What follows belongs to an exercise in optimizing a design on an open flow for small area and few clock cycles per item; a production flow would make more cautious choices. No run shown here included a check of the RTL's function; only the layout flow was run.

## flow/design.v (module list and top-level ports; edited modules follow where they fit)
// module mac_prime2r: 767 lines
// module mac_benc: 13 lines
// module mac_inv: 6 lines
// module mac_xor2: 7 lines
// module mac_xfer: 8 lines
// module mac_nmaj: 8 lines
// module mac_ao21: 8 lines
// module mac_and2: 7 lines
// module mac_nand2: 7 lines
// module mac_o22ai: 9 lines
// module mac_fa: 10 lines
// module mac_ha: 9 lines
// module mac_xnor: 7 lines
// module mac_or: 7 lines
// module mac_nmux2: 8 lines
module mac_prime2r #(
  parameter int MAX_TERMS = 1024,
  parameter int CNT_W     = 11
) (
  input  logic         clk,
  input  logic         rst_n,
  input  logic         in_valid,
  output logic         in_ready,
  input  logic         in_last,
  input  logic [23:0]  a,
  input  logic [23:0]  b,
  output logic         out_valid,
  input  logic         out_ready,
  output logic [69:0]  c,
  output logic         err
);
  // ...
==> flow/flow/run.sh <==
#!/bin/bash
# Own layout flow: the standard flow (standard.sh), with the standard
# synthesis unchanged, then the layout steps with a few extra ORFS settings
# read from flow/knobs.txt (one VAR=value per line):
#  - port buffers are plain buffers instead of the default delay-cell choice,
#  - optional extra repair/recovery settings.
# Each step's full output goes to its own log file in this folder.
set -euo pipefail
here=$(pwd)
knobs=()
if [[ -f flow/knobs.txt ]]; then
  while IFS= read -r line; do
    [[ -z "$line" || "$line" == \#* ]] && continue
    knobs+=("$line")
  done < flow/knobs.txt
fi
bash standard.sh synth > "$here/flow_synth.log" 2>&1
bash standard.sh "${knobs[@]}" finish > "$here/flow_layout.log" 2>&1
test -s out/final.def
==> flow/flow/knobs.txt <==
BUFFER_PORTS_ARGS=-buffer_cell sky130_fd_sc_hd__buf_1
REMOVE_ABC_BUFFERS=1
==> flow/standard.sh <==
#!/bin/bash
# synth_recipe.tcl (not shown) runs the flow's synth.tcl, then flattens the netlist and writes it again
# the make line also repeats each setting of config.mk as NAME=value (left out here)
make -C /OpenROAD-flow-scripts/flow DESIGN_CONFIG=/design/flow/config.mk WORK_HOME=/design/flow/orfs CLKGATE_MAP_FILE= SYNTH_SCRIPT=/design/flow/synth_recipe.tcl "${@:-finish}"
==> flow/config.mk <==
export PLATFORM = sky130hd
export DESIGN_NAME = mac_prime2r
export DESIGN_NICKNAME = mac_prime2r
export VERILOG_FILES = /design/flow/design.v
export SDC_FILE = /design/flow/constraint.sdc
export NUM_CORES = 4
export LEC_CHECK = 0
export CAP_MARGIN = 10
export CORE_MARGIN = 2
export CORE_UTILIZATION = 60
export CTS_BUF_LIST = sky130_fd_sc_hd__clkbuf_8 sky130_fd_sc_hd__clkbuf_16
export GPL_TIMING_DRIVEN = 0
export SLEW_MARGIN = 10
export SYNTH_HIERARCHICAL = 1
==> flow/constraint.sdc <==
create_clock -name core_clock -period 8.0 [get_ports {clk}]
set_input_delay 1.6000 -clock core_clock [delete_from_list [all_inputs] [get_ports {clk}]]
set_output_delay 1.6000 -clock core_clock [all_outputs]
set_load 0.01 [all_outputs]
==> flow_metrics.env, run 1 <==
export IMPL_status="timing/DRC/antenna clean"
export IMPL_multi_input_cells=1498
export IMPL_seq_cells=83
export IMPL_hold_viol_final=0
export IMPL_cp_max_fo=23
export IMPL_grt_pass1_wl_um=81700
export IMPL_yosys_top_cells_count="xor2_1 (306), fa_1 (302), o22ai_1 (276)"
export IMPL_fmax_mhz=128
export IMPL_drc=0
export IMPL_cts_post_setup_buffers_inserted=6
export IMPL_worstSetupPathType="primary input to register"
export IMPL_nNonClkInverters=112
export IMPL_busiest_layer="met2"
export IMPL_synth_enable_flop_cells=0
export IMPL_nNetsFinal=2273
export IMPL_setup_tns_ns=0
export IMPL_num_clock_buffers=9
export IMPL_use_met1_pct=45.0
export IMPL_syn_area_um2=17100
export IMPL_fin_skew_ns=0.0172
export IMPL_n_antenna_cell=0
export IMPL_start_kind="primary input"
export IMPL_fill_cells=2263
export IMPL_drive_gt1_share_pct=9.28
==> run 2: changes to the inputs <==
--- a/flow/design.v
+++ b/flow/design.v
@@ -25,29 +25,24 @@
   logic        clr_r;         
   assign in_ready   = ~out_valid_r | out_ready;
   assign in_xfer_s  = in_valid & in_ready;
   assign acc_keep_s = ~((out_valid_r & out_ready) | clr_r);
   assign out_valid  = out_valid_r;
   assign c          = acc_r;
   logic [47:0] nacc;
   assign nacc = ~(acc_r[47:0] & {48{acc_keep_s}});
-  logic [2:0] xfer_e;
-  for (genvar g = 0; g < 3; g++) begin : g_xfer
-    mac_xfer u_xfer (.in_valid(in_valid), .out_valid(out_valid_r), .out_ready(out_ready),
-                     .xfer(xfer_e[g]));
-  end
   logic [11:0] bo_neg;
   logic [11:0] bo_none, bo_ntwo, bo_nneg;    
   logic [25:0] b_ext;
   assign b_ext = {1'b0, b, 1'b0};         
   for (genvar k = 0; k < 12; k++) begin : g_booth
     assign bo_neg[k] = b_ext[2*k+2];
     for (genvar e = 0; e < 1; e++) begin : g_enc
-      mac_benc u_enc (.b2(b_ext[2*k+2]), .b1(b_ext[2*k+1]), .b0(b_ext[2*k]), .xfer(xfer_e[k/4]),
+      mac_benc u_enc (.b2(b_ext[2*k+2]), .b1(b_ext[2*k+1]), .b0(b_ext[2*k]), .xfer(in_xfer_s),
                       .none(bo_none[k*1+e]), .ntwo(bo_ntwo[k*1+e]),
                       .nneg(bo_nneg[k*1+e]));
     end
   end
   logic [23:0] na [3];
   for (genvar g = 0; g < 3; g++) begin : g_na
     for (genvar i = 0; i < 24; i++) begin : g_bit
       mac_inv u_inv (.x(a[i]), .y(na[g][i]));
@@ -61,17 +56,17 @@
       localparam int E = (i * 1) / 24;
       logic sel;
       mac_o22ai u_sel (.a1(na[k/4][i]), .a2(bo_none[k*1+E]),
                        .b1(na[k/4][i-1]), .b2(bo_ntwo[k*1+E]), .y(sel));
       mac_xor2 u_neg (.x(sel), .y(bo_nneg[k*1+E]), .s(nbp[k*25+i]));
     end
   end
   logic [23:0] nbt;
-  assign nbt = ~(~na[2] & {24{b[23] & xfer_e[2]}});
+  assign nbt = ~(~na[2] & {24{b[23] & in_xfer_s}});
   logic [301:0] fs, fc;
   logic [7:0] hs, hc;
   logic [31:0] ns, nc;
   mac_xnor u_nhs0 (.x(nacc[22]), .y(~bo_neg[11]), .s(ns[0]));
   mac_or u_nhc0 (.x(nacc[22]), .y(~bo_neg[11]), .c(nc[0]));
   mac_xnor u_nhs1 (.x(nacc[23]), .y(nbp[23]), .s(ns[1]));
   mac_or u_nhc1 (.x(nacc[23]), .y(nbp[23]), .c(nc[1]));
   mac_fa u_fa0 (.x(nacc[24]), .y(nbt[0]), .z(nbp[24]), .s(fs[0]), .c(fc[0]));
@@ -538,194 +533,198 @@
   mac_ha u_cpa40 (.x(nx[40]), .y(ny[40]), .s(pg[40]), .c(gg[40]));
   mac_ha u_cpa41 (.x(nx[41]), .y(ny[41]), .s(pg[41]), .c(gg[41]));
   mac_ha u_cpa42 (.x(nx[42]), .y(ny[42]), .s(pg[42]), .c(gg[42]));
   mac_ha u_cpa43 (.x(nx[43]), .y(ny[43]), .s(pg[43]), .c(gg[43]));
   mac_ha u_cpa44 (.x(nx[44]), .y(ny[44]), .s(pg[44]), .c(gg[44]));
   mac_ha u_cpa45 (.x(nx[45]), .y(ny[45]), .s(pg[45]), .c(gg[45]));
   mac_ha u_cpa46 (.x(nx[46]), .y(ny[46]), .s(pg[46]), .c(gg[46]));
   mac_ha u_cpa47 (.x(nx[47]), .y(ny[47]), .s(pg[47]), .c(gg[47]));
-  logic [82:0] cg, cp;
+  logic [86:0] cg, cp;
   assign cg[0] = gg[1] | (pg[1] & (gg[0] | pg[0]));
-  mac_ao21 u_pg1 (.a(gg[2]), .b(pg[2]), .c(cg[0]), .y(cg[1]));
-  mac_and2 u_pp1 (.x(pg[2]), .y(cp[0]), .z(cp[1]));
-  mac_ao21 u_pg2 (.a(gg[3]), .b(pg[3]), .c(cg[1]), .y(cg[2]));
-  mac_and2 u_pp2 (.x(pg[3]), .y(cp[1]), .z(cp[2]));
-  mac_ao21 u_pg3 (.a(gg[5]), .b(pg[5]), .c(gg[4]), .y(cg[3]));
-  mac_and2 u_pp3 (.x(pg[5]), .y(pg[4]), .z(cp[3]));
-  mac_ao21 u_pg4 (.a(gg[47]), .b(pg[47]), .c(gg[46]), .y(cg[4]));
-  mac_and2 u_pp4 (.x(pg[47]), .y(pg[46]), .z(cp[4]));
-  mac_ao21 u_pg5 (.a(cg[3]), .b(cp[3]), .c(cg[2]), .y(cg[5]));
-  mac_and2 u_pp5 (.x(cp[3]), .y(cp[2]), .z(cp[5]));
-  mac_ao21 u_pg6 (.a(gg[7]), .b(pg[7]), .c(gg[6]), .y(cg[6]));
-  mac_and2 u_pp6 (.x(pg[7]), .y(pg[6]), .z(cp[6]));
-  mac_ao21 u_pg7 (.a(gg[9]), .b(pg[9]), .c(gg[8]), .y(cg[7]));
-  mac_and2 u_pp7 (.x(pg[9]), .y(pg[8]), .z(cp[7]));
-  mac_ao21 u_pg8 (.a(gg[45]), .b(pg[45]), .c(gg[44]), .y(cg[8]));
-  mac_and2 u_pp8 (.x(pg[45]), .y(pg[44]), .z(cp[8]));
-  mac_ao21 u_pg9 (.a(cg[6]), .b(cp[6]), .c(cg[5]), .y(cg[9]));
-  mac_and2 u_pp9 (.x(cp[6]), .y(cp[5]), .z(cp[9]));
-  mac_ao21 u_pg10 (.a(cg[8]), .b(cp[8]), .c(gg[43]), .y(cg[10]));
-  mac_and2 u_pp10 (.x(cp[8]), .y(pg[43]), .z(cp[10]));
-  mac_ao21 u_pg11 (.a(gg[10]), .b(pg[10]), .c(cg[7]), .y(cg[11]));
-  mac_and2 u_pp11 (.x(pg[10]), .y(cp[7]), .z(cp[11]));
-  mac_ao21 u_pg12 (.a(gg[42]), .b(pg[42]), .c(gg[41]), .y(cg[12]));
-  mac_and2 u_pp12 (.x(pg[42]), .y(pg[41]), .z(cp[12]));
-  mac_ao21 u_pg13 (.a(gg[12]), .b(pg[12]), .c(gg[11]), .y(cg[13]));
-  mac_and2 u_pp13 (.x(pg[12]), .y(pg[11]), .z(cp[13]));
-  mac_ao21 u_pg14 (.a(gg[14]), .b(pg[14]), .c(gg[13]), .y(cg[14]));
-  mac_and2 u_pp14 (.x(pg[14]), .y(pg[13]), .z(cp[14]));
-  mac_ao21 u_pg15 (.a(gg[40]), .b(pg[40]), .c(gg[39]), .y(cg[15]));
-  mac_and2 u_pp15 (.x(pg[40]), .y(pg[39]), .z(cp[15]));
-  mac_ao21 u_pg16 (.a(cg[4]), .b(cp[4]), .c(cg[10]), .y(cg[16]));
-  mac_and2 u_pp16 (.x(cp[4]), .y(cp[10]), .z(cp[16]));
-  mac_ao21 u_pg17 (.a(cg[11]), .b(cp[11]), .c(cg[9]), .y(cg[17]));
-  mac_and2 u_pp17 (.x(cp[11]), .y(cp[9]), .z(cp[17]));
-  mac_ao21 u_pg18 (.a(cg[14]), .b(cp[14]), .c(cg[13]), .y(cg[18]));
-  mac_and2 u_pp18 (.x(cp[14]), .y(cp[13]), .z(cp[18]));
-  mac_ao21 u_pg19 (.a(cg[15]), .b(cp[15]), .c(gg[38]), .y(cg[19]));
-  mac_and2 u_pp19 (.x(cp[15]), .y(pg[38]), .z(cp[19]));
-  mac_ao21 u_pg20 (.a(gg[16]), .b(pg[16]), .c(gg[15]), .y(cg[20]));
-  mac_and2 u_pp20 (.x(pg[16]), .y(pg[15]), .z(cp[20]));
-  mac_ao21 u_pg21 (.a(gg[37]), .b(pg[37]), .c(gg[36]), .y(cg[21]));
-  mac_and2 u_pp21 (.x(pg[37]), .y(pg[36]), .z(cp[21]));
-  mac_ao21 u_pg22 (.a(cg[16]), .b(cp[16]), .c(cg[12]), .y(cg[22]));
-  mac_and2 u_pp22 (.x(cp[16]), .y(cp[12]), .z(cp[22]));
-  mac_ao21 u_pg23 (.a(gg[18]), .b(pg[18]), .c(gg[17]), .y(cg[23]));
-  mac_and2 u_pp23 (.x(pg[18]), .y(pg[17]), .z(cp[23]));
-  mac_ao21 u_pg24 (.a(gg[20]), .b(pg[20]), .c(gg[19]), .y(cg[24]));
-  mac_and2 u_pp24 (.x(pg[20]), .y(pg[19]), .z(cp[24]));
-  mac_ao21 u_pg25 (.a(gg[22]), .b(pg[22]), .c(gg[21]), .y(cg[25]));
-  mac_and2 u_pp25 (.x(pg[22]), .y(pg[21]), .z(cp[25]));
-  mac_ao21 u_pg26 (.a(gg[24]), .b(pg[24]), .c(gg[23]), .y(cg[26]));
-  mac_and2 u_pp26 (.x(pg[24]), .y(pg[23]), .z(cp[26]));
-  mac_ao21 u_pg27 (.a(gg[32]), .b(pg[32]), .c(gg[31]), .y(cg[27]));
-  mac_and2 u_pp27 (.x(pg[32]), .y(pg[31]), .z(cp[27]));
-  mac_ao21 u_pg28 (.a(gg[34]), .b(pg[34]), .c(gg[33]), .y(cg[28]));
-  mac_and2 u_pp28 (.x(pg[34]), .y(pg[33]), .z(cp[28]));
-  mac_ao21 u_pg29 (.a(cg[18]), .b(cp[18]), .c(cg[17]), .y(cg[29]));
-  mac_and2 u_pp29 (.x(cp[18]), .y(cp[17]), .z(cp[29]));
-  mac_ao21 u_pg30 (.a(gg[30]), .b(pg[30]), .c(gg[29]), .y(cg[30]));
-  mac_and2 u_pp30 (.x(pg[30]), .y(pg[29]), .z(cp[30]));
-  mac_ao21 u_pg31 (.a(cg[21]), .b(cp[21]), .c(gg[35]), .y(cg[31]));
-  mac_and2 u_pp31 (.x(cp[21]), .y(pg[35]), .z(cp[31]));
-  mac_ao21 u_pg32 (.a(cg[22]), .b(cp[22]), .c(cg[19]), .y(cg[32]));
-  mac_and2 u_pp32 (.x(cp[22]), .y(cp[19]), .z(cp[32]));
-  mac_ao21 u_pg33 (.a(cg[23]), .b(cp[23]), .c(cg[20]), .y(cg[33]));
-  mac_and2 u_pp33 (.x(cp[23]), .y(cp[20]), .z(cp[33]));
-  mac_ao21 u_pg34 (.a(cg[25]), .b(cp[25]), .c(cg[24]), .y(cg[34]));
-  mac_and2 u_pp34 (.x(cp[25]), .y(cp[24]), .z(cp[34]));
-  mac_ao21 u_pg35 (.a(gg[25]), .b(pg[25]), .c(cg[26]), .y(cg[35]));
-  mac_and2 u_pp35 (.x(pg[25]), .y(cp[26]), .z(cp[35]));
-  mac_ao21 u_pg36 (.a(gg[28]), .b(pg[28]), .c(gg[27]), .y(cg[36]));
-  mac_and2 u_pp36 (.x(pg[28]), .y(pg[27]), .z(cp[36]));
-  mac_ao21 u_pg37 (.a(cg[28]), .b(cp[28]), .c(cg[27]), .y(cg[37]));
-  mac_and2 u_pp37 (.x(cp[28]), .y(cp[27]), .z(cp[37]));
-  mac_ao21 u_pg38 (.a(cg[32]), .b(cp[32]), .c(cg[31]), .y(cg[38]));
-  mac_and2 u_pp38 (.x(cp[32]), .y(cp[31]), .z(cp[38]));
-  mac_ao21 u_pg39 (.a(cg[33]), .b(cp[33]), .c(cg[29]), .y(cg[39]));
-  mac_and2 u_pp39 (.x(cp[33]), .y(cp[29]), .z(cp[39]));
-  mac_ao21 u_pg40 (.a(cg[35]), .b(cp[35]), .c(cg[34]), .y(cg[40]));
-  mac_and2 u_pp40 (.x(cp[35]), .y(cp[34]), .z(cp[40]));
-  mac_ao21 u_pg41 (.a(cg[36]), .b(cp[36]), .c(gg[26]), .y(cg[41]));
-  mac_and2 u_pp41 (.x(cp[36]), .y(pg[26]), .z(cp[41]));
-  mac_ao21 u_pg42 (.a(cg[37]), .b(cp[37]), .c(cg[30]), .y(cg[42]));
-  mac_and2 u_pp42 (.x(cp[37]), .y(cp[30]), .z(cp[42]));
-  mac_ao21 u_pg43 (.a(cg[40]), .b(cp[40]), .c(cg[39]), .y(cg[43]));
-  mac_and2 u_pp43 (.x(cp[40]), .y(cp[39]), .z(cp[43]));
-  mac_ao21 u_pg44 (.a(cg[42]), .b(cp[42]), .c(cg[41]), .y(cg[44]));
-  mac_and2 u_pp44 (.x(cp[42]), .y(cp[41]), .z(cp[44]));
-  mac_ao21 u_pg45 (.a(cg[44]), .b(cp[44]), .c(cg[43]), .y(cg[45]));
-  mac_and2 u_pp45 (.x(cp[44]), .y(cp[43]), .z(cp[45]));
-  mac_ao21 u_pg46 (.a(cg[38]), .b(cp[38]), .c(cg[45]), .y(cg[46]));
-  mac_and2 u_pp46 (.x(cp[38]), .y(cp[45]), .z(cp[46]));
-  mac_ao21 u_pg47 (.a(gg[4]), .b(pg[4]), .c(cg[2]), .y(cg[47]));
-  mac_ao21 u_pg48 (.a(gg[6]), .b(pg[6]), .c(cg[5]), .y(cg[48]));
-  mac_ao21 u_pg49 (.a(gg[8]), .b(pg[8]), .c(cg[9]), .y(cg[49]));
-  mac_ao21 u_pg50 (.a(cg[7]), .b(cp[7]), .c(cg[9]), .y(cg[50]));
-  mac_ao21 u_pg51 (.a(gg[11]), .b(pg[11]), .c(cg[17]), .y(cg[51]));
-  mac_ao21 u_pg52 (.a(cg[13]), .b(cp[13]), .c(cg[17]), .y(cg[52]));
-  mac_ao21 u_pg53 (.a(gg[13]), .b(pg[13]), .c(cg[52]), .y(cg[53]));
-  mac_ao21 u_pg54 (.a(gg[15]), .b(pg[15]), .c(cg[29]), .y(cg[54]));
-  mac_ao21 u_pg55 (.a(cg[20]), .b(cp[20]), .c(cg[29]), .y(cg[55]));
-  mac_ao21 u_pg56 (.a(gg[17]), .b(pg[17]), .c(cg[55]), .y(cg[56]));
-  mac_ao21 u_pg57 (.a(gg[19]), .b(pg[19]), .c(cg[39]), .y(cg[57]));
-  mac_ao21 u_pg58 (.a(cg[24]), .b(cp[24]), .c(cg[39]), .y(cg[58]));
-  mac_ao21 u_pg59 (.a(gg[21]), .b(pg[21]), .c(cg[58]), .y(cg[59]));
-  mac_ao21 u_pg60 (.a(cg[34]), .b(cp[34]), .c(cg[39]), .y(cg[60]));
-  mac_ao21 u_pg61 (.a(gg[23]), .b(pg[23]), .c(cg[60]), .y(cg[61]));
-  mac_ao21 u_pg62 (.a(cg[26]), .b(cp[26]), .c(cg[60]), .y(cg[62]));
-  mac_ao21 u_pg63 (.a(gg[26]), .b(pg[26]), .c(cg[43]), .y(cg[63]));
-  mac_ao21 u_pg64 (.a(gg[27]), .b(pg[27]), .c(cg[63]), .y(cg[64]));
-  mac_ao21 u_pg65 (.a(cg[41]), .b(cp[41]), .c(cg[43]), .y(cg[65]));
-  mac_ao21 u_pg66 (.a(gg[29]), .b(pg[29]), .c(cg[65]), .y(cg[66]));
-  mac_ao21 u_pg67 (.a(cg[30]), .b(cp[30]), .c(cg[65]), .y(cg[67]));
-  mac_ao21 u_pg68 (.a(gg[31]), .b(pg[31]), .c(cg[67]), .y(cg[68]));
-  mac_ao21 u_pg69 (.a(cg[27]), .b(cp[27]), .c(cg[67]), .y(cg[69]));
-  mac_ao21 u_pg70 (.a(gg[33]), .b(pg[33]), .c(cg[69]), .y(cg[70]));
-  mac_ao21 u_pg71 (.a(gg[35]), .b(pg[35]), .c(cg[45]), .y(cg[71]));
-  mac_ao21 u_pg72 (.a(gg[36]), .b(pg[36]), .c(cg[71]), .y(cg[72]));
-  mac_ao21 u_pg73 (.a(cg[31]), .b(cp[31]), .c(cg[45]), .y(cg[73]));
-  mac_ao21 u_pg74 (.a(gg[38]), .b(pg[38]), .c(cg[73]), .y(cg[74]));
-  mac_ao21 u_pg75 (.a(gg[39]), .b(pg[39]), .c(cg[74]), .y(cg[75]));
-  mac_ao21 u_pg76 (.a(cg[19]), .b(cp[19]), .c(cg[73]), .y(cg[76]));
-  mac_ao21 u_pg77 (.a(gg[41]), .b(pg[41]), .c(cg[76]), .y(cg[77]));
-  mac_ao21 u_pg78 (.a(cg[12]), .b(cp[12]), .c(cg[76]), .y(cg[78]));
-  mac_ao21 u_pg79 (.a(gg[43]), .b(pg[43]), .c(cg[78]), .y(cg[79]));
-  mac_ao21 u_pg80 (.a(gg[44]), .b(pg[44]), .c(cg[79]), .y(cg[80]));
-  mac_ao21 u_pg81 (.a(cg[10]), .b(cp[10]), .c(cg[78]), .y(cg[81]));
-  mac_ao21 u_pg82 (.a(gg[46]), .b(pg[46]), .c(cg[81]), .y(cg[82]));
+  mac_ao21 u_pg1 (.a(gg[3]), .b(pg[3]), .c(gg[2]), .y(cg[1]));
+  mac_and2 u_pp1 (.x(pg[3]), .y(pg[2]), .z(cp[1]));
+  mac_ao21 u_pg2 (.a(gg[5]), .b(pg[5]), .c(gg[4]), .y(cg[2]));
+  mac_and2 u_pp2 (.x(pg[5]), .y(pg[4]), .z(cp[2]));
+  mac_ao21 u_pg3 (.a(gg[7]), .b(pg[7]), .c(gg[6]), .y(cg[3]));
+  mac_and2 u_pp3 (.x(pg[7]), .y(pg[6]), .z(cp[3]));
+  mac_ao21 u_pg4 (.a(gg[9]), .b(pg[9]), .c(gg[8]), .y(cg[4]));
+  mac_and2 u_pp4 (.x(pg[9]), .y(pg[8]), .z(cp[4]));
+  mac_ao21 u_pg5 (.a(gg[11]), .b(pg[11]), .c(gg[10]), .y(cg[5]));
+  mac_and2 u_pp5 (.x(pg[11]), .y(pg[10]), .z(cp[5]));
+  mac_ao21 u_pg6 (.a(gg[13]), .b(pg[13]), .c(gg[12]), .y(cg[6]));
+  mac_and2 u_pp6 (.x(pg[13]), .y(pg[12]), .z(cp[6]));
+  mac_ao21 u_pg7 (.a(gg[15]), .b(pg[15]), .c(gg[14]), .y(cg[7]));
+  mac_and2 u_pp7 (.x(pg[15]), .y(pg[14]), .z(cp[7]));
+  mac_ao21 u_pg8 (.a(gg[39]), .b(pg[39]), .c(gg[38]), .y(cg[8]));
+  mac_and2 u_pp8 (.x(pg[39]), .y(pg[38]), .z(cp[8]));
+  mac_ao21 u_pg9 (.a(gg[41]), .b(pg[41]), .c(gg[40]), .y(cg[9]));
+  mac_and2 u_pp9 (.x(pg[41]), .y(pg[40]), .z(cp[9]));
+  mac_ao21 u_pg10 (.a(gg[43]), .b(pg[43]), .c(gg[42]), .y(cg[10]));
+  mac_and2 u_pp10 (.x(pg[43]), .y(pg[42]), .z(cp[10]));
+  mac_ao21 u_pg11 (.a(gg[45]), .b(pg[45]), .c(gg[44]), .y(cg[11]));
+  mac_and2 u_pp11 (.x(pg[45]), .y(pg[44]), .z(cp[11]));
+  mac_ao21 u_pg12 (.a(gg[47]), .b(pg[47]), .c(gg[46]), .y(cg[12]));
+  mac_and2 u_pp12 (.x(pg[47]), .y(pg[46]), .z(cp[12]));
+  mac_ao21 u_pg13 (.a(gg[37]), .b(pg[37]), .c(gg[36]), .y(cg[13]));
+  mac_and2 u_pp13 (.x(pg[37]), .y(pg[36]), .z(cp[13]));
+  mac_ao21 u_pg14 (.a(cg[1]), .b(cp[1]), .c(cg[0]), .y(cg[14]));
+  mac_and2 u_pp14 (.x(cp[1]), .y(cp[0]), .z(cp[14]));
+  mac_ao21 u_pg15 (.a(cg[3]), .b(cp[3]), .c(cg[2]), .y(cg[15]));
+  mac_and2 u_pp15 (.x(cp[3]), .y(cp[2]), .z(cp[15]));
+  mac_ao21 u_pg16 (.a(cg[5]), .b(cp[5]), .c(cg[4]), .y(cg[16]));
+  mac_and2 u_pp16 (.x(cp[5]), .y(cp[4]), .z(cp[16]));
+  mac_ao21 u_pg17 (.a(cg[7]), .b(cp[7]), .c(cg[6]), .y(cg[17]));
+  mac_and2 u_pp17 (.x(cp[7]), .y(cp[6]), .z(cp[17]));
+  mac_ao21 u_pg18 (.a(cg[9]), .b(cp[9]), .c(cg[8]), .y(cg[18]));
+  mac_and2 u_pp18 (.x(cp[9]), .y(cp[8]), .z(cp[18]));
+  mac_ao21 u_pg19 (.a(cg[11]), .b(cp[11]), .c(cg[10]), .y(cg[19]));
+  mac_and2 u_pp19 (.x(cp[11]), .y(cp[10]), .z(cp[19]));
+  mac_ao21 u_pg20 (.a(gg[17]), .b(pg[17]), .c(gg[16]), .y(cg[20]));
+  mac_and2 u_pp20 (.x(pg[17]), .y(pg[16]), .z(cp[20]));
+  mac_ao21 u_pg21 (.a(gg[19]), .b(pg[19]), .c(gg[18]), .y(cg[21]));
+  mac_and2 u_pp21 (.x(pg[19]), .y(pg[18]), .z(cp[21]));
+  mac_ao21 u_pg22 (.a(gg[21]), .b(pg[21]), .c(gg[20]), .y(cg[22]));
+  mac_and2 u_pp22 (.x(pg[21]), .y(pg[20]), .z(cp[22]));
+  mac_ao21 u_pg23 (.a(gg[23]), .b(pg[23]), .c(gg[22]), .y(cg[23]));
+  mac_and2 u_pp23 (.x(pg[23]), .y(pg[22]), .z(cp[23]));
+  mac_ao21 u_pg24 (.a(gg[32]), .b(pg[32]), .c(gg[31]), .y(cg[24]));
+  mac_and2 u_pp24 (.x(pg[32]), .y(pg[31]), .z(cp[24]));
+  mac_ao21 u_pg25 (.a(gg[34]), .b(pg[34]), .c(gg[33]), .y(cg[25]));
+  mac_and2 u_pp25 (.x(pg[34]), .y(pg[33]), .z(cp[25]));
+  mac_ao21 u_pg26 (.a(gg[30]), .b(pg[30]), .c(gg[29]), .y(cg[26]));
+  mac_and2 u_pp26 (.x(pg[30]), .y(pg[29]), .z(cp[26]));
+  mac_ao21 u_pg27 (.a(cg[13]), .b(cp[13]), .c(gg[35]), .y(cg[27]));
+  mac_and2 u_pp27 (.x(cp[13]), .y(pg[35]), .z(cp[27]));
+  mac_ao21 u_pg28 (.a(cg[15]), .b(cp[15]), .c(cg[14]), .y(cg[28]));
+  mac_and2 u_pp28 (.x(cp[15]), .y(cp[14]), .z(cp[28]));
+  mac_ao21 u_pg29 (.a(cg[17]), .b(cp[17]), .c(cg[16]), .y(cg[29]));
+  mac_and2 u_pp29 (.x(cp[17]), .y(cp[16]), .z(cp[29]));
+  mac_ao21 u_pg30 (.a(gg[25]), .b(pg[25]), .c(gg[24]), .y(cg[30]));
+  mac_and2 u_pp30 (.x(pg[25]), .y(pg[24]), .z(cp[30]));
+  mac_ao21 u_pg31 (.a(cg[19]), .b(cp[19]), .c(cg[18]), .y(cg[31]));
+  mac_and2 u_pp31 (.x(cp[19]), .y(cp[18]), .z(cp[31]));
+  mac_ao21 u_pg32 (.a(cg[21]), .b(cp[21]), .c(cg[20]), .y(cg[32]));
+  mac_and2 u_pp32 (.x(cp[21]), .y(cp[20]), .z(cp[32]));
+  mac_ao21 u_pg33 (.a(cg[23]), .b(cp[23]), .c(cg[22]), .y(cg[33]));
+  mac_and2 u_pp33 (.x(cp[23]), .y(cp[22]), .z(cp[33]));
+  mac_ao21 u_pg34 (.a(gg[28]), .b(pg[28]), .c(gg[27]), .y(cg[34]));
+  mac_and2 u_pp34 (.x(pg[28]), .y(pg[27]), .z(cp[34]));
+  mac_ao21 u_pg35 (.a(cg[25]), .b(cp[25]), .c(cg[24]), .y(cg[35]));
+  mac_and2 u_pp35 (.x(cp[25]), .y(cp[24]), .z(cp[35]));
+  mac_ao21 u_pg36 (.a(cg[29]), .b(cp[29]), .c(cg[28]), .y(cg[36]));
+  mac_and2 u_pp36 (.x(cp[29]), .y(cp[28]), .z(cp[36]));
+  mac_ao21 u_pg37 (.a(gg[26]), .b(pg[26]), .c(cg[30]), .y(cg[37]));
+  mac_and2 u_pp37 (.x(pg[26]), .y(cp[30]), .z(cp[37]));
+  mac_ao21 u_pg38 (.a(cg[31]), .b(cp[31]), .c(cg[27]), .y(cg[38]));
+  mac_and2 u_pp38 (.x(cp[31]), .y(cp[27]), .z(cp[38]));
+  mac_ao21 u_pg39 (.a(cg[33]), .b(cp[33]), .c(cg[32]), .y(cg[39]));
+  mac_and2 u_pp39 (.x(cp[33]), .y(cp[32]), .z(cp[39]));
+  mac_ao21 u_pg40 (.a(cg[26]), .b(cp[26]), .c(cg[34]), .y(cg[40]));
+  mac_and2 u_pp40 (.x(cp[26]), .y(cp[34]), .z(cp[40]));
+  mac_ao21 u_pg41 (.a(cg[38]), .b(cp[38]), .c(cg[35]), .y(cg[41]));
+  mac_and2 u_pp41 (.x(cp[38]), .y(cp[35]), .z(cp[41]));
+  mac_ao21 u_pg42 (.a(cg[39]), .b(cp[39]), .c(cg[36]), .y(cg[42]));
+  mac_and2 u_pp42 (.x(cp[39]), .y(cp[36]), .z(cp[42]));
+  mac_ao21 u_pg43 (.a(cg[40]), .b(cp[40]), .c(cg[37]), .y(cg[43]));
+  mac_and2 u_pp43 (.x(cp[40]), .y(cp[37]), .z(cp[43]));
+  mac_ao21 u_pg44 (.a(cg[12]), .b(cp[12]), .c(cg[41]), .y(cg[44]));
+  mac_and2 u_pp44 (.x(cp[12]), .y(cp[41]), .z(cp[44]));
+  mac_ao21 u_pg45 (.a(cg[43]), .b(cp[43]), .c(cg[42]), .y(cg[45]));
+  mac_and2 u_pp45 (.x(cp[43]), .y(cp[42]), .z(cp[45]));
+  mac_ao21 u_pg46 (.a(cg[44]), .b(cp[44]), .c(cg[45]), .y(cg[46]));
+  mac_and2 u_pp46 (.x(cp[44]), .y(cp[45]), .z(cp[46]));
+  mac_ao21 u_pg47 (.a(gg[2]), .b(pg[2]), .c(cg[0]), .y(cg[47]));
+  mac_ao21 u_pg48 (.a(gg[4]), .b(pg[4]), .c(cg[14]), .y(cg[48]));
+  mac_ao21 u_pg49 (.a(cg[2]), .b(cp[2]), .c(cg[14]), .y(cg[49]));
+  mac_ao21 u_pg50 (.a(gg[6]), .b(pg[6]), .c(cg[49]), .y(cg[50]));
+  mac_ao21 u_pg51 (.a(gg[8]), .b(pg[8]), .c(cg[28]), .y(cg[51]));
+  mac_ao21 u_pg52 (.a(cg[4]), .b(cp[4]), .c(cg[28]), .y(cg[52]));
+  mac_ao21 u_pg53 (.a(gg[10]), .b(pg[10]), .c(cg[52]), .y(cg[53]));
+  mac_ao21 u_pg54 (.a(cg[16]), .b(cp[16]), .c(cg[28]), .y(cg[54]));
+  mac_ao21 u_pg55 (.a(gg[12]), .b(pg[12]), .c(cg[54]), .y(cg[55]));
+  mac_ao21 u_pg56 (.a(cg[6]), .b(cp[6]), .c(cg[54]), .y(cg[56]));
+  mac_ao21 u_pg57 (.a(gg[14]), .b(pg[14]), .c(cg[56]), .y(cg[57]));
+  mac_ao21 u_pg58 (.a(gg[16]), .b(pg[16]), .c(cg[36]), .y(cg[58]));
+  mac_ao21 u_pg59 (.a(cg[20]), .b(cp[20]), .c(cg[36]), .y(cg[59]));
+  mac_ao21 u_pg60 (.a(gg[18]), .b(pg[18]), .c(cg[59]), .y(cg[60]));
+  mac_ao21 u_pg61 (.a(cg[32]), .b(cp[32]), .c(cg[36]), .y(cg[61]));
+  mac_ao21 u_pg62 (.a(gg[20]), .b(pg[20]), .c(cg[61]), .y(cg[62]));
+  mac_ao21 u_pg63 (.a(cg[22]), .b(cp[22]), .c(cg[61]), .y(cg[63]));
+  mac_ao21 u_pg64 (.a(gg[22]), .b(pg[22]), .c(cg[63]), .y(cg[64]));
+  mac_ao21 u_pg65 (.a(gg[24]), .b(pg[24]), .c(cg[42]), .y(cg[65]));
+  mac_ao21 u_pg66 (.a(cg[30]), .b(cp[30]), .c(cg[42]), .y(cg[66]));
+  mac_ao21 u_pg67 (.a(cg[37]), .b(cp[37]), .c(cg[42]), .y(cg[67]));
+  mac_ao21 u_pg68 (.a(gg[27]), .b(pg[27]), .c(cg[67]), .y(cg[68]));
+  mac_ao21 u_pg69 (.a(cg[34]), .b(cp[34]), .c(cg[67]), .y(cg[69]));
+  mac_ao21 u_pg70 (.a(gg[29]), .b(pg[29]), .c(cg[69]), .y(cg[70]));
+  mac_ao21 u_pg71 (.a(gg[31]), .b(pg[31]), .c(cg[45]), .y(cg[71]));
+  mac_ao21 u_pg72 (.a(cg[24]), .b(cp[24]), .c(cg[45]), .y(cg[72]));
+  mac_ao21 u_pg73 (.a(gg[33]), .b(pg[33]), .c(cg[72]), .y(cg[73]));
+  mac_ao21 u_pg74 (.a(cg[35]), .b(cp[35]), .c(cg[45]), .y(cg[74]));
+  mac_ao21 u_pg75 (.a(gg[35]), .b(pg[35]), .c(cg[74]), .y(cg[75]));
+  mac_ao21 u_pg76 (.a(gg[36]), .b(pg[36]), .c(cg[75]), .y(cg[76]));
+  mac_ao21 u_pg77 (.a(cg[27]), .b(cp[27]), .c(cg[74]), .y(cg[77]));
+  mac_ao21 u_pg78 (.a(gg[38]), .b(pg[38]), .c(cg[77]), .y(cg[78]));
+  mac_ao21 u_pg79 (.a(cg[8]), .b(cp[8]), .c(cg[77]), .y(cg[79]));
+  mac_ao21 u_pg80 (.a(gg[40]), .b(pg[40]), .c(cg[79]), .y(cg[80]));
+  mac_ao21 u_pg81 (.a(cg[18]), .b(cp[18]), .c(cg[77]), .y(cg[81]));
+  mac_ao21 u_pg82 (.a(gg[42]), .b(pg[42]), .c(cg[81]), .y(cg[82]));
+  mac_ao21 u_pg83 (.a(cg[10]), .b(cp[10]), .c(cg[81]), .y(cg[83]));
+  mac_ao21 u_pg84 (.a(gg[44]), .b(pg[44]), .c(cg[83]), .y(cg[84]));
+  mac_ao21 u_pg85 (.a(cg[41]), .b(cp[41]), .c(cg[45]), .y(cg[85]));
+  mac_ao21 u_pg86 (.a(gg[46]), .b(pg[46]), .c(cg[85]), .y(cg[86]));
   assign cy[0] = 1'b1;
   assign cy[1] = (gg[0] | pg[0]);
   assign cy[2] = cg[0];
-  assign cy[3] = cg[1];
-  assign cy[4] = cg[2];
-  assign cy[5] = cg[47];
-  assign cy[6] = cg[5];
-  assign cy[7] = cg[48];
-  assign cy[8] = cg[9];
-  assign cy[9] = cg[49];
-  assign cy[10] = cg[50];
-  assign cy[11] = cg[17];
-  assign cy[12] = cg[51];
-  assign cy[13] = cg[52];
-  assign cy[14] = cg[53];
-  assign cy[15] = cg[29];
-  assign cy[16] = cg[54];
-  assign cy[17] = cg[55];
-  assign cy[18] = cg[56];
-  assign cy[19] = cg[39];
-  assign cy[20] = cg[57];
-  assign cy[21] = cg[58];
-  assign cy[22] = cg[59];
-  assign cy[23] = cg[60];
-  assign cy[24] = cg[61];
-  assign cy[25] = cg[62];
-  assign cy[26] = cg[43];
-  assign cy[27] = cg[63];
-  assign cy[28] = cg[64];
-  assign cy[29] = cg[65];
-  assign cy[30] = cg[66];
-  assign cy[31] = cg[67];
-  assign cy[32] = cg[68];
-  assign cy[33] = cg[69];
-  assign cy[34] = cg[70];
-  assign cy[35] = cg[45];
-  assign cy[36] = cg[71];
-  assign cy[37] = cg[72];
-  assign cy[38] = cg[73];
-  assign cy[39] = cg[74];
-  assign cy[40] = cg[75];
-  assign cy[41] = cg[76];
-  assign cy[42] = cg[77];
-  assign cy[43] = cg[78];
-  assign cy[44] = cg[79];
-  assign cy[45] = cg[80];
-  assign cy[46] = cg[81];
-  assign cy[47] = cg[82];
+  assign cy[3] = cg[47];
+  assign cy[4] = cg[14];
+  assign cy[5] = cg[48];
+  assign cy[6] = cg[49];
+  assign cy[7] = cg[50];
+  assign cy[8] = cg[28];
+  assign cy[9] = cg[51];
+  assign cy[10] = cg[52];
+  assign cy[11] = cg[53];
+  assign cy[12] = cg[54];
+  assign cy[13] = cg[55];
+  assign cy[14] = cg[56];
+  assign cy[15] = cg[57];
+  assign cy[16] = cg[36];
+  assign cy[17] = cg[58];
+  assign cy[18] = cg[59];
+  assign cy[19] = cg[60];
+  assign cy[20] = cg[61];
+  assign cy[21] = cg[62];
+  assign cy[22] = cg[63];
+  assign cy[23] = cg[64];
+  assign cy[24] = cg[42];
+  assign cy[25] = cg[65];
+  assign cy[26] = cg[66];
+  assign cy[27] = cg[67];
+  assign cy[28] = cg[68];
+  assign cy[29] = cg[69];
+  assign cy[30] = cg[70];
+  assign cy[31] = cg[45];
+  assign cy[32] = cg[71];
+  assign cy[33] = cg[72];
+  assign cy[34] = cg[73];
+  assign cy[35] = cg[74];
+  assign cy[36] = cg[75];
+  assign cy[37] = cg[76];
+  assign cy[38] = cg[77];
+  assign cy[39] = cg[78];
+  assign cy[40] = cg[79];
+  assign cy[41] = cg[80];
+  assign cy[42] = cg[81];
+  assign cy[43] = cg[82];
+  assign cy[44] = cg[83];
+  assign cy[45] = cg[84];
+  assign cy[46] = cg[85];
+  assign cy[47] = cg[86];
   assign cy[48] = cg[46];
   assign sum_s[47:0] = ~(pg ^ cy[47:0]);
   logic [3:0] inc_hi;
   for (genvar j = 0; j < 4; j++) begin : g_inc
     mac_nmaj u_maj (.x(fc[255]), .y(fc[301]), .z(cy[48]), .m(inc_hi[j]));
   end
   logic [69:48] nx_hi, nx_hi_dec;
   assign nx_hi = ~(acc_r[69:48] & {22{acc_keep_s}});
@@ -744,28 +743,29 @@
       out_valid_r <= (in_xfer_s & in_last) | (out_valid_r & ~out_ready);
       clr_r       <= 1'b0;
     end
   end
   localparam int TW = ((2 ** (CNT_W - 1)) >= MAX_TERMS) ? CNT_W - 1 : CNT_W;
   localparam logic [TW-1:0] LAST_CNT = TW'(MAX_TERMS - 1);
   logic [TW-1:0] cnt_r;
   logic          err_r;
-  always_ff @(posedge clk) begin
-    if (clr_r || (in_xfer_s && in_last)) begin
-      cnt_r <= '0;
-    end else if (in_xfer_s) begin
-      cnt_r <= cnt_r + 1'b1;
-    end
-  end
   always_ff @(posedge clk or negedge rst_n) begin
     if (!rst_n) begin
+      cnt_r <= '0;
       err_r <= 1'b0;
-    end else if (in_xfer_s && !in_last && cnt_r == LAST_CNT) begin
-      err_r <= 1'b1;
+    end else if (in_xfer_s) begin
+      if (in_last) begin
+        cnt_r <= '0;
+      end else begin
+        if (cnt_r == LAST_CNT) begin
+          err_r <= 1'b1;
+        end
+        cnt_r <= cnt_r + 1'b1;
+      end
     end
   end
   assign err = err_r;
 endmodule
 module mac_benc (
   input  logic b2,
   input  logic b1,
   input  logic b0,
==> flow/flow/knobs.txt (replaced) <==
BUFFER_PORTS_ARGS=-buffer_cell sky130_fd_sc_hd__buf_1
==> flow/config.mk (replaced) <==
export PLATFORM = sky130hd
export DESIGN_NAME = mac_prime2r
export DESIGN_NICKNAME = mac_prime2r
export VERILOG_FILES = /design/flow/design.v
export SDC_FILE = /design/flow/constraint.sdc
export NUM_CORES = 4
export LEC_CHECK = 0
export CAP_MARGIN = 0
export CORE_MARGIN = 2
export CORE_UTILIZATION = 55
export CTS_BUF_LIST = sky130_fd_sc_hd__clkbuf_8 sky130_fd_sc_hd__clkbuf_16
export GPL_TIMING_DRIVEN = 0
export SLEW_MARGIN = 0
export SYNTH_HIERARCHICAL = 1
==> flow_metrics.env, run 2 <==
export IMPL_status="complete, but fails checks"
export IMPL_so_faults="setup timing"
export IMPL_wl_per_cell_um=25.9
export IMPL_async_reset_ff_share_pct=15.7
export IMPL_drv_cap=0
export IMPL_chipHeight_um=180
export IMPL_synth_most_common_cell="xor2_1"
export IMPL_regArea_um2=1730
export IMPL_tritoncts="yes"
export IMPL_vias_per_cell=6.50
export IMPL_io_buffers=125
export IMPL_cp_endpoint="acc_r[45]"
export IMPL_finalSetupViolCount=1
export IMPL_detail_route_antenna_nets=0
export IMPL_clk_latency_ns=0.40
export IMPL_r2r_start="out_valid_r"
export IMPL_synth_cell_types=48
export IMPL_dieArea_um2=32400
export IMPL_core_um2=30600
export IMPL_hold_class="register to register"
export IMPL_yosys_top_cells_area="fa_1 (35%), xor2_1 (16%), o22ai_1 (10%)"
export IMPL_top_layer="met4"
export IMPL_wl_met2_um=27000
export IMPL_cts_buffers_inserted=9
export IMPL_start_util_pct=55.7
export IMPL_post_dp_hpwl_um=40000
export IMPL_ys_seq_area_share_pct=10.1
export IMPL_rsz0062_at_grt="true"
export IMPL_fin_area_um2=19500
export IMPL_grt_pass1_vias=15800
export IMPL_synthCells=1701
export IMPL_antenna_found_initial=0
export IMPL_met1_length_um=22100
export IMPL_post_route_period_util_pct=100
export IMPL_fin_ws_ns=-0.00169
export IMPL_yosysWarningCount=8
export IMPL_drtPass1Iterations=8
export IMPL_final_common_cell="fa_1"
export IMPL_cts_sinks=83
export IMPL_wl_um=59400
export IMPL_n_antenna_cell=0
export IMPL_start_kind="primary input"
export IMPL_fmax_mhz=125
export IMPL_vias=14900
export IMPL_grt_pass1_wl_um=91900
export IMPL_drive_gt1_share_pct=8.59
export IMPL_multi_input_area_um2=15500
export IMPL_yosysTopAreaCell="fa_1"
export IMPL_die_w_um=180
export IMPL_required_ns=8.27
export IMPL_nNetsFinal=2307
export IMPL_reg2reg_depth=22
export IMPL_rr_endpoint="acc_r[45]"
export IMPL_io_pins=126
export IMPL_syn_area_um2=17000
export IMPL_area_growth_pct=14.3
export IMPL_cp_end_kind="register"
export IMPL_synth_enable_flop_cells=0
export IMPL_dr_wl_met3_um=5970
export IMPL_cts_buffer_depth=2
export IMPL_crit_arrival_ns=8.27
export IMPL_grtUsageTotal_pct=37.4
export IMPL_finalCriticalPeriod_ns=8.00
export IMPL_gr_total_overflow=0
export IMPL_worstMarginPinSlew_ns=1.35
export IMPL_path_clk_slew_ns=0.07
export IMPL_startpoint="b[5]"
export IMPL_ys_ff_latch=83
export IMPL_hold_depth=2
export IMPL_rows=64
export IMPL_largest_register="acc_r"
export IMPL_fill_cells=2689
export IMPL_drc=0
export IMPL_maxSlewViolCount=0
export IMPL_globalplace_congestion=0.941
export IMPL_synth_main_ff_cell="dfxtp_1"
export IMPL_relSlewSlack_pct=9.58
export IMPL_mostFrequentLayoutCells="fa_1 (302), xor2_1 (299), o22ai_1 (276)"
export IMPL_largest_reg_flops=70
export IMPL_placed_area_um2=18200
export IMPL_cts_hold_buf=0
export IMPL_worstSetupPathType="primary input to register"
export IMPL_yosys_top_cells_count="xor2_1 (305), fa_1 (302), o22ai_1 (276)"
export IMPL_fin_skew_ns=0.0209
export IMPL_h_tree_depth=3
export IMPL_synth_top_area_share_pct=35.5
export IMPL_r2r_slack_ns=0.96
export IMPL_drtIter0Drc=1346
export IMPL_cp_max_fo=12
export IMPL_synth_avg_cell_area_um2=10.0
export IMPL_grt_max_degree=25
export IMPL_hold_viol_final=0
export IMPL_cts_root_buffer_cell="clkbuf_16"
export IMPL_largest_registers="acc_r x70, cnt_r x10"
-- run 2: cell types whose count changed in the layout (fill, tap and decap cells not counted), sizes merged, moves of 10 or more --
cell / change
dfxtp: -10
clkbuf: +12
or2: -25
dfrtp: +10
or3: +24
clkinvlp: +10
o21ai: +15
-- run 2: cell type report --
| type | instances | share of cell area [%] |
|---|---|---|
| timing repair inverter | 13 | 0.450 |
| timing repair buffer | 154 | 4.04 |
| inverter | 108 | 2.38 |
| sequential | 83 | 8.87 |
| tap | 396 | 2.54 |
| clock inverter | 7 | 0.488 |
| clock buffer | 9 | 1.16 |
| buffer | 15 | 0.340 |
| multi-input combinational | 1509 | 79.7 |
-- run 2: what timing repair did --
action	4_1_cts	5_1_grt
resized for setup	121	20
setup endpoints to repair	42	26
buffers inserted	28	1
pin swaps	12	0
cloned	25	0
-- run 2: how the worst min path moves through the flow --
stage	slack, ns	startpoint	endpoint
after global placement	0.45	err_r	err_r
after detailed placement	0.45	err_r	err_r
final	0.47	err_r	err_r
after floorplan	0.46	cnt_r[1]	cnt_r[1]
after CTS	0.48	err_r	err_r
after global routing	0.54	err_r	err_r
-- run 2: logic make-up (layout without fill, tap and decap cells) --
group	Yosys count	in the layout	share of synthesized area, %
compound gates	400	412	15.3
xor+xnor	413	413	21.2
fa+ha+maj	361	361	39.8
buf+inv	124	306	2.74
flops	83	83	10.1
mux	23	23	1.36
other cells	1	4	0.0220
simple gates	296	296	9.46
-- run 2: metal layers --
| metal | vias up | global-route usage [%] |
|---|---|---|
| met1 | 7379 | 46.4 |
| met4 | 0 | 23.1 |
| li1 | 6308 | - |
| met3 | 287 | 9.28 |
| met5 | - | 0 |
| met2 | 934 | 59.1 |
-- run 2: Yosys stat by module, one instance, submodules excluded --
module | flip-flops and latches | copies in the design
mac_and2 | 0 | 40
mac_ao21 | 0 | 86
mac_benc | 0 | 12
mac_fa | 0 | 302
mac_ha | 0 | 56
mac_inv | 0 | 72
mac_nmaj | 0 | 4
mac_nmux2 | 0 | 22
mac_o22ai | 0 | 276
mac_or | 0 | 32
mac_prime2r | 83 | 1
mac_xnor | 0 | 32
mac_xor2 | 0 | 276
-- run 2: worst max-delay path, stage by stage --
cell and delay (ns):
buf_2 0.36, and3b_1 0.32, o21ai_2 0.66, o22ai_1 0.25, xor2_1 0.26, fa_1 0.48, fa_1 0.50, fa_1 0.47
fa_1 0.55, fa_1 0.51, ha_1 0.34, a21o_1 0.20, a21o_1 0.17, a21o_1 0.17, a21o_4 0.26, a21o_1 0.21
a21o_1 0.24, a21o_1 0.23, a21o_1 0.19, a21o_1 0.17, xnor2_1 0.12
-- run 2: through the flow --
step / utilization, % / cells / TNS (ns) / hold slack [ns] / setup slack (ns)
2_1_floorplan: - / 1704 / -0.273 / 0.457 / -0.0228
3_3_place_gp: 59.4 / 2225 / -55.44 / 0.449 / -1.73
3_5_place_dp: 59.4 / 2225 / -56.19 / 0.454 / -1.75
4_1_cts: 63.5 / 2293 / 0 / 0.477 / 0.00383
5_1_grt: 63.7 / 2294 / -0.146 / 0.536 / -0.146
6_report: 63.7 / 2294 / -0.00169 / 0.472 / -0.00169

-- port drivers added, routing unchanged --
No port has a modelled driver above. Below, the same layouts with a new extraction and two added sets of constraints. Step 1 (the two cells are an assumption about what drives the block):
set clk [get_ports {clk}]
set_driving_cell -lib_cell sky130_fd_sc_hd__clkbuf_16 $clk
set_driving_cell -lib_cell sky130_fd_sc_hd__buf_2 [delete_from_list [all_inputs] $clk]
Step 2 moves the port delays by t, midway between the first and last clock arrival at a register: inputs arrive t later, outputs are due t later. That takes back most of the time a late clock gives input paths. Slacks: ideal / step 1 / step 2; pairs: ideal / step 1.
run | shift t [ns] | setup slack, ns | worst slew at a driven data input, ns
run 1 | 0.428 | 0.187 / 0.214 / -0.215 | 0.07
run 2 | 0.440 | -0.002 / 0.031 / -0.408 | 0.06
Met with ideal ports but missed after step 2: setup timing in run 1. The setup slack of run 2, which loses most, moves by +0.033 ns with the drivers and by -0.406 ns with both steps.
